From an optimization exercise on the open Yosys and OpenROAD flow, aimed at small area, a short achievable clock period and few clock cycles per item; shortcuts taken in it are not production practice.
Only simulation tests tie the RTL to the original design; equivalence was not proved.
In every run shown here, the design's own scripts or RTL, not TritonCTS, make the clock network.
The clock input has no modelled driver; a real chip could not lean on it and would need a root buffer or a full tree.
No activity file was given, so power comes from the tool's default toggle rates.

### config.mk
export PLATFORM = sky130hd
export DESIGN_NAME = im_compression_top
export DESIGN_NICKNAME = im_compression_top
export VERILOG_FILES = /design/flow/design.v
export SDC_FILE = /design/flow/constraint.sdc
export NUM_CORES = 4
export LEC_CHECK = 0
export ABC_AREA = 1
export CAP_MARGIN = 20
export CORE_MARGIN = 2
export CORE_UTILIZATION = 40
export SETUP_SLACK_MARGIN = 2.7
export SLEW_MARGIN = 20
### constraint.sdc
create_clock -name core_clock -period 4.5 [get_ports {clk}]
set_input_delay 0.9000 -clock core_clock [delete_from_list [all_inputs] [get_ports {clk}]]
set_output_delay 0.9000 -clock core_clock [all_outputs]
set_load 0.01 [all_outputs]
### design.v
`timescale 1ns/100ps
`default_nettype none
module im_compression_top (
    input  logic        clk,
    input  logic        rst_n,
    input  logic        psel,
    input  logic        penable,
    input  logic        pwrite,
    input  logic [3:0]  paddr,
    input  logic [31:0] pwdata,
    output logic [31:0] prdata,
    output logic        pready,
    output logic        pslverr,
    output logic        rd_en,
    output logic [15:0] rd_addr,
    input  logic [23:0] rd_data,
    output logic        wr_en,
    output logic [15:0] wr_addr,
    output logic [23:0] wr_data
);
    logic [15:0] src_q;
    logic [15:0] dst_q;
    logic        busy_q;
    logic        done_q;
    logic [15:0] prdata_q;
    logic        pslverr_q;
    logic        setup_wr;
    logic        src_wr_p;      
    logic        dst_wr_p;      
    logic        start_p;       
    logic        start;
    logic        frame_done;
    logic        busy_n;
    logic        done_n;
    logic        rd_en_q;
    logic [15:0] rd_addr_q;
    logic [6:0]  cnt_q;         
    logic [15:0] step;
    logic        step13;        
    logic        stepm47;       
    logic        last_d;        
    logic        last_q;        
    logic        first_a;       
    logic        first_b;       
    logic [3:0]  lo_r, lo_g, lo_b;    
    logic        c_r, c_g, c_b;       
    logic [3:0]  xh_r, xh_g, xh_b;    
    logic [7:0]  hi_r, hi_g, hi_b;    
    logic        wr_en_q;
    logic [15:0] wr_addr_q;
    assign setup_wr   = psel & ~penable & pwrite;
    assign start      = start_p & penable;   
    assign frame_done = wr_en_q & ~rd_en_q;     
    assign busy_n = busy_q & ~frame_done;
    assign done_n = done_q | frame_done;
    always_ff @(posedge clk) begin
        if (!rst_n) begin
            src_q     <= '0;
            dst_q     <= '0;
            busy_q    <= 1'b0;
            done_q    <= 1'b0;
            prdata_q  <= '0;
            pslverr_q <= 1'b0;
            src_wr_p  <= 1'b0;
            dst_wr_p  <= 1'b0;
            start_p   <= 1'b0;
        end else begin
            src_wr_p  <= setup_wr & (paddr == 4'h0);
            dst_wr_p  <= setup_wr & (paddr == 4'h4);
            start_p   <= setup_wr & (paddr == 4'h8) & pwdata[0] & ~busy_n;
            if (src_wr_p) src_q <= pwdata[15:0];
            if (dst_wr_p) dst_q <= pwdata[15:0];
            if (start) begin
                busy_q <= 1'b1;
                done_q <= 1'b0;
            end else if (frame_done) begin
                busy_q <= 1'b0;
                done_q <= 1'b1;
            end
            case (paddr)
                4'h0:    prdata_q <= src_q;
                4'h4:    prdata_q <= dst_q;
                4'hc:    prdata_q <= {14'd0, done_n, busy_n};
                default: prdata_q <= '0;
            endcase
            pslverr_q <= psel & ((paddr[1:0] != 2'b00) |
                                 (pwrite & (paddr == 4'h8) & pwdata[0] & busy_n));
        end
    end
    assign prdata  = {16'd0, prdata_q};
    assign pready  = 1'b1;
    assign pslverr = pslverr_q;
    always_ff @(posedge clk) begin
        if (start_p) begin      
            cnt_q   <= '0;
            step13  <= 1'b0;
            stepm47 <= 1'b0;
        end else begin
            cnt_q   <= cnt_q + 7'd1;
            step13  <= (cnt_q[1:0] == 2'd2) & (cnt_q[3:2] != 2'd3);
            stepm47 <= (cnt_q[1:0] == 2'd2) & (cnt_q[3:2] == 2'd3) & (cnt_q[5:4] != 2'd3);
        end
    end
    assign step = {{9{stepm47}}, stepm47, 1'b0, stepm47, step13, step13, 1'b0, 1'b1};
    always_ff @(posedge clk) begin
        if (start_p) rd_addr_q <= src_q;
        else       rd_addr_q <= rd_addr_q + step;
    end
    always_ff @(posedge clk) begin
        if (!rst_n) begin
            rd_en_q <= 1'b0;
        end else if (start) begin
            rd_en_q <= 1'b1;
        end else if (cnt_q == 7'h7f) begin
            rd_en_q <= 1'b0;
        end
    end
    assign rd_en   = rd_en_q;
    assign rd_addr = rd_addr_q;
    always_ff @(posedge clk) begin
        if (!rst_n) begin
            last_d  <= 1'b0;
            last_q  <= 1'b0;
            wr_en_q <= 1'b0;
        end else begin
            last_d  <= rd_en_q & (cnt_q[3:0] == 4'hf);
            last_q  <= last_d;
            wr_en_q <= last_q;
        end
    end
    function automatic logic [7:0] hi_add(input logic [7:0] h, input logic [3:0] x,
                                          input logic c);
        logic [8:0] t;
        t = {h, 1'b1} + {4'd0, x, c};
        hi_add = t[8:1];
    endfunction
    always_ff @(posedge clk) begin
        first_a <= (cnt_q[3:0] == 4'h0);
        first_b <= first_a;
        {c_r, lo_r} <= {1'b0, lo_r & {4{~first_a}}} + {1'b0, rd_data[19:16]};
        {c_g, lo_g} <= {1'b0, lo_g & {4{~first_a}}} + {1'b0, rd_data[11:8]};
        {c_b, lo_b} <= {1'b0, lo_b & {4{~first_a}}} + {1'b0, rd_data[3:0]};
        xh_r <= rd_data[23:20];
        xh_g <= rd_data[15:12];
        xh_b <= rd_data[7:4];
        hi_r <= hi_add(hi_r & {8{~first_b}}, xh_r, c_r);
        hi_g <= hi_add(hi_g & {8{~first_b}}, xh_g, c_g);
        hi_b <= hi_add(hi_b & {8{~first_b}}, xh_b, c_b);
    end
    always_ff @(posedge clk) begin
        if (start_p) wr_addr_q <= dst_q;
        else       wr_addr_q <= wr_addr_q + {15'd0, wr_en_q};
    end
    assign wr_en   = wr_en_q;
    assign wr_addr = wr_addr_q;
    assign wr_data = {hi_r, hi_g, hi_b};
endmodule
`default_nettype wire
### flow/run.sh
#!/bin/bash
# The standard layout (standard.sh: the standard synthesis and ORFS flow),
# with three changes:
#  - the port buffers are buf_1 cells rather than the delay buffer that
#    buffer_ports picks by default;
#  - the clock tree is built by flow/clktree.tcl (run as ORFS's PRE_CTS_TCL
#    hook): the clock port drives four clkbuf_16 roots, each driving two
#    clkbuf_16 leaves; each leaf drives the clock pins of one eighth of the
#    flip-flops, split by position. It replaces clock_tree_synthesis; the
#    rest of the CTS step (placement legalisation, timing repair) is
#    unchanged;
#  - the constant outputs keep the one tie cell per value that synthesis
#    made (SKIP_REPAIR_TIE_FANOUT) instead of one tie cell per port.
# The whole output of the flow goes to standard.log in this folder.
set -euo pipefail
here=$(pwd)
bash standard.sh \
  "BUFFER_PORTS_ARGS=-buffer_cell sky130_fd_sc_hd__buf_1" \
  "PRE_CTS_TCL=$here/flow/clktree.tcl" \
  SKIP_REPAIR_TIE_FANOUT=1 \
  finish > standard.log 2>&1
### flow/clktree.tcl
# Clock tree, built in place of clock_tree_synthesis (which is made a no-op).
# The flip-flops are split by position into CLK_LEAVES groups (halving by x,
# then y, ...); one clkbuf_16 leaf drives each group's clock pins. With
# CLK_ROOTS > 0, the clock port drives that many clkbuf_16 roots, each driving
# an equal share of neighbouring leaves; with CLK_ROOTS 0 the port drives the
# leaves directly.
set nleaf 8
set nroot 4
if {[info exists ::env(CLK_LEAVES)]} { set nleaf $::env(CLK_LEAVES) }
if {[info exists ::env(CLK_ROOTS)]} { set nroot $::env(CLK_ROOTS) }
set block [ord::get_db_block]
set clknet [$block findNet clk]
set sinks {}
foreach it [$clknet getITerms] {
  set box [[$it getInst] getBBox]
  set x [expr {([$box xMin] + [$box xMax]) / 2}]
  set y [expr {([$box yMin] + [$box yMax]) / 2}]
  lappend sinks [list $it $x $y]
}
puts "clktree: [llength $sinks] sinks, $nleaf leaves, $nroot roots"
proc split2 {lst axis} {
  set s [lsort -integer -index $axis $lst]
  set h [expr {[llength $s] / 2}]
  return [list [lrange $s 0 [expr {$h - 1}]] [lrange $s $h end]]
}
set groups [list $sinks]
set axis 1
while {[llength $groups] < $nleaf} {
  set ng {}
  foreach g $groups { lappend ng {*}[split2 $g $axis] }
  set groups $ng
  set axis [expr {$axis == 1 ? 2 : 1}]
}
proc centroid {g} {
  set sx 0; set sy 0
  foreach s $g { incr sx [lindex $s 1]; incr sy [lindex $s 2] }
  return [list [expr {$sx / [llength $g]}] [expr {$sy / [llength $g]}]]
}
set master [[ord::get_db] findMaster sky130_fd_sc_hd__clkbuf_16]
proc add_buf {block master name in_net x y} {
  set inst [odb::dbInst_create $block $master $name]
  set net [odb::dbNet_create $block n_$name]
  $net setSigType CLOCK
  [$inst findITerm A] connect $in_net
  [$inst findITerm X] connect $net
  $inst setLocation $x $y
  $inst setPlacementStatus PLACED
  return $net
}
# roots: each takes a run of neighbouring leaves (the split order keeps them together)
set leaf_in {}
if {$nroot > 0} {
  set per [expr {[llength $groups] / $nroot}]
  for {set r 0} {$r < $nroot} {incr r} {
    set lg [lrange $groups [expr {$r * $per}] [expr {($r + 1) * $per - 1}]]
    set all {}
    foreach g $lg { lappend all {*}$g }
    lassign [centroid $all] cx cy
    set rnet [add_buf $block $master clkroot_$r $clknet $cx $cy]
    foreach g $lg { lappend leaf_in $rnet }
    puts "clktree: root $r drives [llength $lg] leaves at $cx $cy"
  }
} else {
  foreach g $groups { lappend leaf_in $clknet }
}
set i 0
foreach g $groups {
  lassign [centroid $g] cx cy
  set net [add_buf $block $master clkleaf_$i [lindex $leaf_in $i] $cx $cy]
  foreach s $g {
    set it [lindex $s 0]
    $it disconnect
    $it connect $net
  }
  puts "clktree: leaf $i drives [llength $g] sinks at $cx $cy"
  incr i
}
$clknet setSigType CLOCK
set_propagated_clock [all_clocks]
rename clock_tree_synthesis clock_tree_synthesis_unused
proc clock_tree_synthesis {args} { puts "clktree: clock_tree_synthesis skipped" }
### standard.sh
#!/bin/bash
# synth_recipe.tcl (not shown) runs the flow's synth.tcl, then flattens the netlist and writes it again
# the make line also repeats each setting of config.mk as NAME=value (left out here)
make -C /OpenROAD-flow-scripts/flow DESIGN_CONFIG=/design/flow/config.mk WORK_HOME=/design/flow/orfs CLKGATE_MAP_FILE= SYNTH_SCRIPT=/design/flow/synth_recipe.tcl "${@:-finish}"
==> results.toml, run 1 <==
[run_status]
status = "complete, no violations"

[detailed_routing]
wl_per_cell_um = 12.63
ant_nets = 0
drt_iter0_drc = 298
vias_per_cell = 4.728
wirelength_mm = 15.74
vias = 5891
drc = 0
drtPass1Iterations = 5

[sta]
setup_viol = 0
worstMarginPinSlew_ns = 0.9234
rsz0062_at_grt = "yes"
drv_slew = 0
hold_viol = 0
post-route-min-period_ns = 1.775
relSlewSlack = 0.3837
max_freq_mhz = 563.5
fin_skew_ns = 0.008183
finalCritPeriodShare = 0.3944
fin_setup_tns_ns = 0

[yosys]
postSynthNetCount = 1031
synth_ff_type = "dfxtp_1"
yosysTopAreaCell = "dfxtp_1"
async_flop_share = 0
yosysSeqAreaShare = 0.4316
synth_edf_count = 0
ys_ff_latch = 152
yosysWarnings = 1
synth_cell_types = 39
synth_area_um2 = 7051
synth.top_cells.by_area = "dfxtp_1 (43%), nand2_1 (8.5%), inv_1 (7.9%)"
synth.top_cell.area_share = 0.4316
syn_inst = 918
syn_area_per_cell_um2 = 7.680

[power]
cellPowerDensity_nw_per_um2 = 623.2
peakVddDrop_mv = 0.2854
p_leak_nw = 3.698

[worst_setup_path]
critPathCaptureType = "primary output"
cpMaxStageDelayCell = "dfxtp_1"
critPathLaunchType = "flip-flop"
r2r_end = "rd_addr_q[13]"
path_cells = "buf_1"
crit_family = "flip-flops"
reg2regPathDepth = 10
reg2reg_slack_ns = 2.79
critPathArrivalTime_ns = 0.87
path_buf_inv = 1
slowest_delay_ns = 0.38
path_class = "flip-flop to primary output"
rr_startpoint = "stepm47"
cp_max_fo = 2
worstPathRequired_ns = 3.60

[cells_and_area]
fill_cells = 1757
nNetsFinal = 1136
antenna_cells = 0
drive_gt1_frac = 0.06268
post-route-util = 0.4644
fin_area_um2 = 8005
area_growth_pct = 13.54

[clock_tree]
path_clk_slew_ns = 0.08
clock_latency_ns = 0.28

[global_routing]
grt.busiest_layer = "met2"
first_global_vias = 5499
use_met3 = 0.02111
track_usage = 0.1652
grt_overflow = 0
antenna_found_initial = 0
gr-usage-met2 = 0.2847
grt_pass1_wl_mm = 25.71
grt_max_degree = 51
met1_usage = 0.2271

[die]
die_w_um = 136.8
core-area_um2 = 17240
num_rows = 48
start_util = 0.4090
pin_count = 157
die_area_um2 = 18700
die_h_um = 136.8

[place]
place_area_um2 = 7582
gp_congestion = 0.8511
hpwl_mm = 11.59
portBuffers = 123

[hold_path]
min_path_cells = 2
hold_path_end = "wr_en_q"
holdCritPathClass = "flip-flop to flip-flop"
hold_start = "last_q"

[run]
maxCapViolations = 0
==> cell usage in the layout, fill, tap and decap left out, drive strengths merged <==
master,n
clkinv,1
a211oi,1
a31oi,1
o21ai,57
a21oi,67
o22ai,21
xor2,25
xnor2,6
and3,1
nand3b,4
or2,6
and2,1
o21a,1
nand3,51
conb,2
inv,152
o31ai,2
ha,42
dfxtp,152
nor3,12
buf,126
nand2,164
clkbuf,17
fa,6
nor2,90
nand4,11
o221ai,2
==> power by group <==
part	switching [mW]	leakage (nW)	internal, mW
Clock	0.414	0.148	0.476
Sequential	0.194	1.26	1.69
Combinational	1.33	2.29	0.885
Total	1.94	3.70	3.05
==> routing by layer <==
layer  share of wire  wire length, µm
met4           0.010              165
met3           0.064             1002
met1            0.47             7391
met5               0                0
met2            0.46             7180
==> through the flow <==
step                total power [mW]  setup slack (ns)  instances  hold slack [ns]
global route                   5.482             2.675       1246           0.4548
finish                         4.989             2.725       1246           0.4186
floorplan                      3.554             2.720        918           0.3633
detailed placement             4.091             2.179       1228           0.4091
global placement               4.035             2.185       1228           0.4089
CTS                            5.012             2.701       1240           0.4276
==> registers in the layout, indices dropped and copies added, names as in the netlist, 4 cells and up <==
name,count
prdata_q,16
lo_b,4
xh_b,4
xh_r,4
hi_b,8
cnt_q,7
hi_r,8
hi_g,8
dst_q,16
src_q,16
lo_r,4
wr_addr_q,16
lo_g,4
xh_g,4
rd_addr_q,16
==> layout make-up <==
class,instances,area [µm²],area share
Sequential cell,152,3064,0.3828
Tap cell,225,281.5,0.03517
Multi-Input combinational cell,573,3251,0.4061
Timing Repair Buffer,131,529.3,0.06611
Inverter,153,579.3,0.07237
Buffer,12,300.3,0.03751
==> how the worst max path moves through the flow <==
stage,from,end,slack [ns],cells after the start
after floorplan,first_b,hi_b[5],2.72,10
after global placement,rst_n,rd_en_q,2.18,4
after detailed placement,rst_n,rd_en_q,2.18,4
after CTS,wr_addr_q[4],wr_addr[4],2.70,1
after global routing,stepm47,rd_addr_q[15],2.67,10
final,rd_addr_q[4],rd_addr[4],2.73,1
==> cells by family (layout without fill, tap and decap cells) <==
logic type | count (synthesis) | count (layout) | share of synthesized area
simple gates | 340 | 340 | 0.2091
other cells | 2 | 2 | 0.001065
xor+xnor | 31 | 31 | 0.03851
fa+ha+maj | 48 | 48 | 0.09157
compound gates | 152 | 152 | 0.1143
flops | 152 | 152 | 0.4316
buf+inv | 193 | 296 | 0.1139
==> synthesized netlist by cell type (2+ instances only) <==
library cell and n:
o21ai_1 2, xnor2_1 6, ha_1 42, inv_2 2, or2_2 4, o21ai_0 55, xor2_1 25, a21oi_1 67
inv_1 148, o31ai_1 2, nand2_1 160, clkbuf_1 18, o22ai_1 21, conb_1 2, o221ai_1 2, nand3_2 3
nand2_2 4, buf_2 4, clkinv_1 2, dfxtp_1 152, fa_1 6, nor3_1 11, nor2_2 5, nand3_1 48
nand4_1 11, nand3b_1 4, nor2_1 84, buf_4 17
==> timing repair <==
| action | CTS | global route |
|---|---|---|
| pin swaps | 0 | 2 |
| resized for setup | 14 | 16 |
| setup buffers | 0 | 6 |
| setup endpoints to repair | 70 | 27 |
| hold buffers | 0 | 0 |
Testbench counts, summed over its fixed seeds: cycles 12,864, frames 96.
==> run 2, diff against run 1 <==
--- a/config.mk
+++ b/config.mk
@@ -8,6 +8,6 @@
 export ABC_AREA = 1
 export CAP_MARGIN = 20
 export CORE_MARGIN = 2
-export CORE_UTILIZATION = 40
+export CORE_UTILIZATION = 55
 export SETUP_SLACK_MARGIN = 2.7
 export SLEW_MARGIN = 20
==> results.toml, run 2 <==
[worst_setup_path]
path_cells = "clkbuf_2"
cp_max_fo = 5
critPathLaunchType = "flip-flop"
path_class = "flip-flop to primary output"
cpMaxStageDelayCell = "dfxtp_1"
crit_family = "flip-flops"
path_buf_inv = 1
slowest_delay_ns = 0.40
critPathArrivalTime_ns = 0.86
critPathCaptureType = "primary output"
worstPathRequired_ns = 3.60

[yosys]
syn_inst = 918
synth_cell_types = 39
synth_edf_count = 0
synth.top_cells.by_area = "dfxtp_1 (43%), nand2_1 (8.5%), inv_1 (7.9%)"
yosysSeqAreaShare = 0.4316
synth_ff_type = "dfxtp_1"
yosysWarnings = 1
yosysTopAreaCell = "dfxtp_1"
syn_area_per_cell_um2 = 7.680
synth.top_cell.area_share = 0.4316
synth_area_um2 = 7051
postSynthNetCount = 1031
ys_ff_latch = 152
yosys-top-cells-count = "nand2_1 (160), dfxtp_1 (152), inv_1 (148)"
synthMostInstantiatedCell = "nand2_1"
async_flop_share = 0

[cells_and_area]
final_common_cell = "nand2_1"
area_growth_pct = 12.26
fill_cells = 1203
drive_gt1_frac = 0.05894
antenna_cells = 0
nNetsFinal = 1133
post-route-util = 0.6298
final_cell_mix = "nand2_1 (160), inv_1 (148), dfxtp_1 (140), buf_1 (117), nor2_1 (84)"
layoutNonFillerInstCount = 1190

[place]
hpwl_mm = 10.98
portBuffers = 123
place_inst = 1176
gp_congestion = 0.9060

[sta]
setup_viol = 0
fin_skew_ns = 0.009365
post-route-min-period_ns = 1.760
finalCritPeriodShare = 0.3911
fin_setup_tns_ns = 0
relSlewSlack = 0.4302
hold_viol = 0
max_freq_mhz = 568.1
worstMarginPinSlew_ns = 0.8537
drv_slew = 0
rsz0062_at_grt = "yes"

[die]
num_rows = 41
core-area_um2 = 12570
die_h_um = 117.2
die_area_um2 = 13740
pin_count = 157
die_w_um = 117.2
start_util = 0.5610

[detailed_routing]
wirelength_mm = 14.80
vias = 5704
drtPass1Iterations = 5
drt_iter0_drc = 342
ant_nets = 0
wl_per_cell_um = 12.44
drc = 0
vias_per_cell = 4.793

[global_routing]
antenna_found_initial = 0
grt_max_degree = 42
grt_overflow = 0
first_global_vias = 4925
track_usage = 0.2082
grt_pass1_wl_mm = 23.54

[clock_tree]
path_clk_slew_ns = 0.08
holdBufCountCts = 0
clock_latency_ns = 0.28

[hold_path]
holdCritPathClass = "flip-flop to flip-flop"

[power]
peakVddDrop_mv = 0.2746
p_leak_nw = 3.679
cellPowerDensity_nw_per_um2 = 623.9

[run]
maxCapViolations = 0

[run_status]
status = "complete, no violations"
==> run 2: layout make-up <==
| class | instances | area [µm²] | share of cell area |
|---|---|---|---|
| inverters | 153 | 579.3 | 0.07319 |
| plain buffers | 12 | 300.3 | 0.03794 |
| flip-flops and latches | 152 | 3065 | 0.3873 |
| multi-input cells | 573 | 3248 | 0.4104 |
| well taps | 172 | 215.2 | 0.02719 |
| repair buffers | 128 | 506.7 | 0.06402 |
==> run 2: final timing paths <==
| path | startpoint | endpoint | slack, ns | cells after the start |
|---|---|---|---|---|
| worst max register to register | stepm47 | rd_addr_q[7] | 2.78 | 8 |
| worst max-delay path | wr_addr_q[4] | wr_addr[4] | 2.74 | 1 |
| worst min-delay path | last_q | wr_en_q | 0.41 | 2 |
| worst min register to register | last_q | wr_en_q | 0.41 | 2 |
==> run 2: cells by family after synthesis <==
logic type	share of synthesized area
adder cells (fa/ha/maj)	0.09157
AO/OA/AOI/OAI	0.1143
XOR/XNOR	0.03851
buffers and inverters	0.1139
flip-flops	0.4316
AND/OR/NAND/NOR	0.2091
other	0.001065
==> run 2: timing repair <==
item                                    in CTS  in global routing
pin swaps                                    0                  2
buffers inserted                             0                  2
endpoints found under the setup margin      47                 39
resized for setup                            7                 23
cloned                                       0                  0
==> run 2: power breakdown <==
part | internal, mW | switching (mW) | leakage (nW) | total (mW)
sequential | 1.69 | 0.202 | 1.26 | 1.89
combinational | 0.866 | 1.30 | 2.27 | 2.17
clock | 0.475 | 0.404 | 0.148 | 0.879
==> run 2: metrics by stage <==
| step | hold WS, ns | worst slack, ns | power (mW) | instance area [µm²] |
|---|---|---|---|---|
| 6_report | 0.4136 | 2.740 | 4.939 | 7915 |
| 5_1_grt | 0.4562 | 2.633 | 5.421 | 7915 |
| 4_1_cts | 0.4220 | 2.667 | 4.944 | 7835 |
| 3_5_place_dp | 0.4021 | 2.209 | 4.056 | 7523 |
| 3_3_place_gp | 0.3919 | 2.243 | 4.022 | 7523 |
| 2_1_floorplan | 0.3633 | 2.720 | 3.554 | 7051 |
==> run 2: metal layers <==
metal,track usage,vias to the layer above,share of wire
li1,-,3117,-
met1,0.3281,2437,0.52
met2,0.3211,137,0.41
met3,0.01545,13,0.057
met4,0.02431,0,0.012
met5,0,-,0

[separate check: timing with driven ports]
The results above use ideal ports. As a check the final layouts listed here were re-extracted and re-timed, cells and wires unchanged.
Step 1 (the two cells are an assumption about what drives the block):
set clk [get_ports {clk}]
set_driving_cell -lib_cell sky130_fd_sc_hd__clkbuf_16 $clk
set_driving_cell -lib_cell sky130_fd_sc_hd__buf_2 [delete_from_list [all_inputs] $clk]
Step 2 also shifts input and output timing later by t, the mid clock arrival at the registers, as if the neighbouring blocks saw the same clock.
Slacks: ideal ports / drivers / drivers and shift; pairs: ideal ports / drivers.
| run | shift t [ns] | slack for setup (ns) | slew at the worst register clock pin (ns) | worst slew at a driven data input, ns |
|---|---|---|---|---|
| run 1 | 0.363 | 2.725 / 2.636 / 2.550 | 0.08 / 0.08 | 0.05 |
| run 2 | 0.353 | 2.740 / 2.657 / 2.551 | 0.08 / 0.08 | 0.03 |
After both steps every run listed still meets setup and hold. For run 2, which loses most, drivers alone change the setup slack by -0.083 ns; drivers and shift together by -0.189 ns.
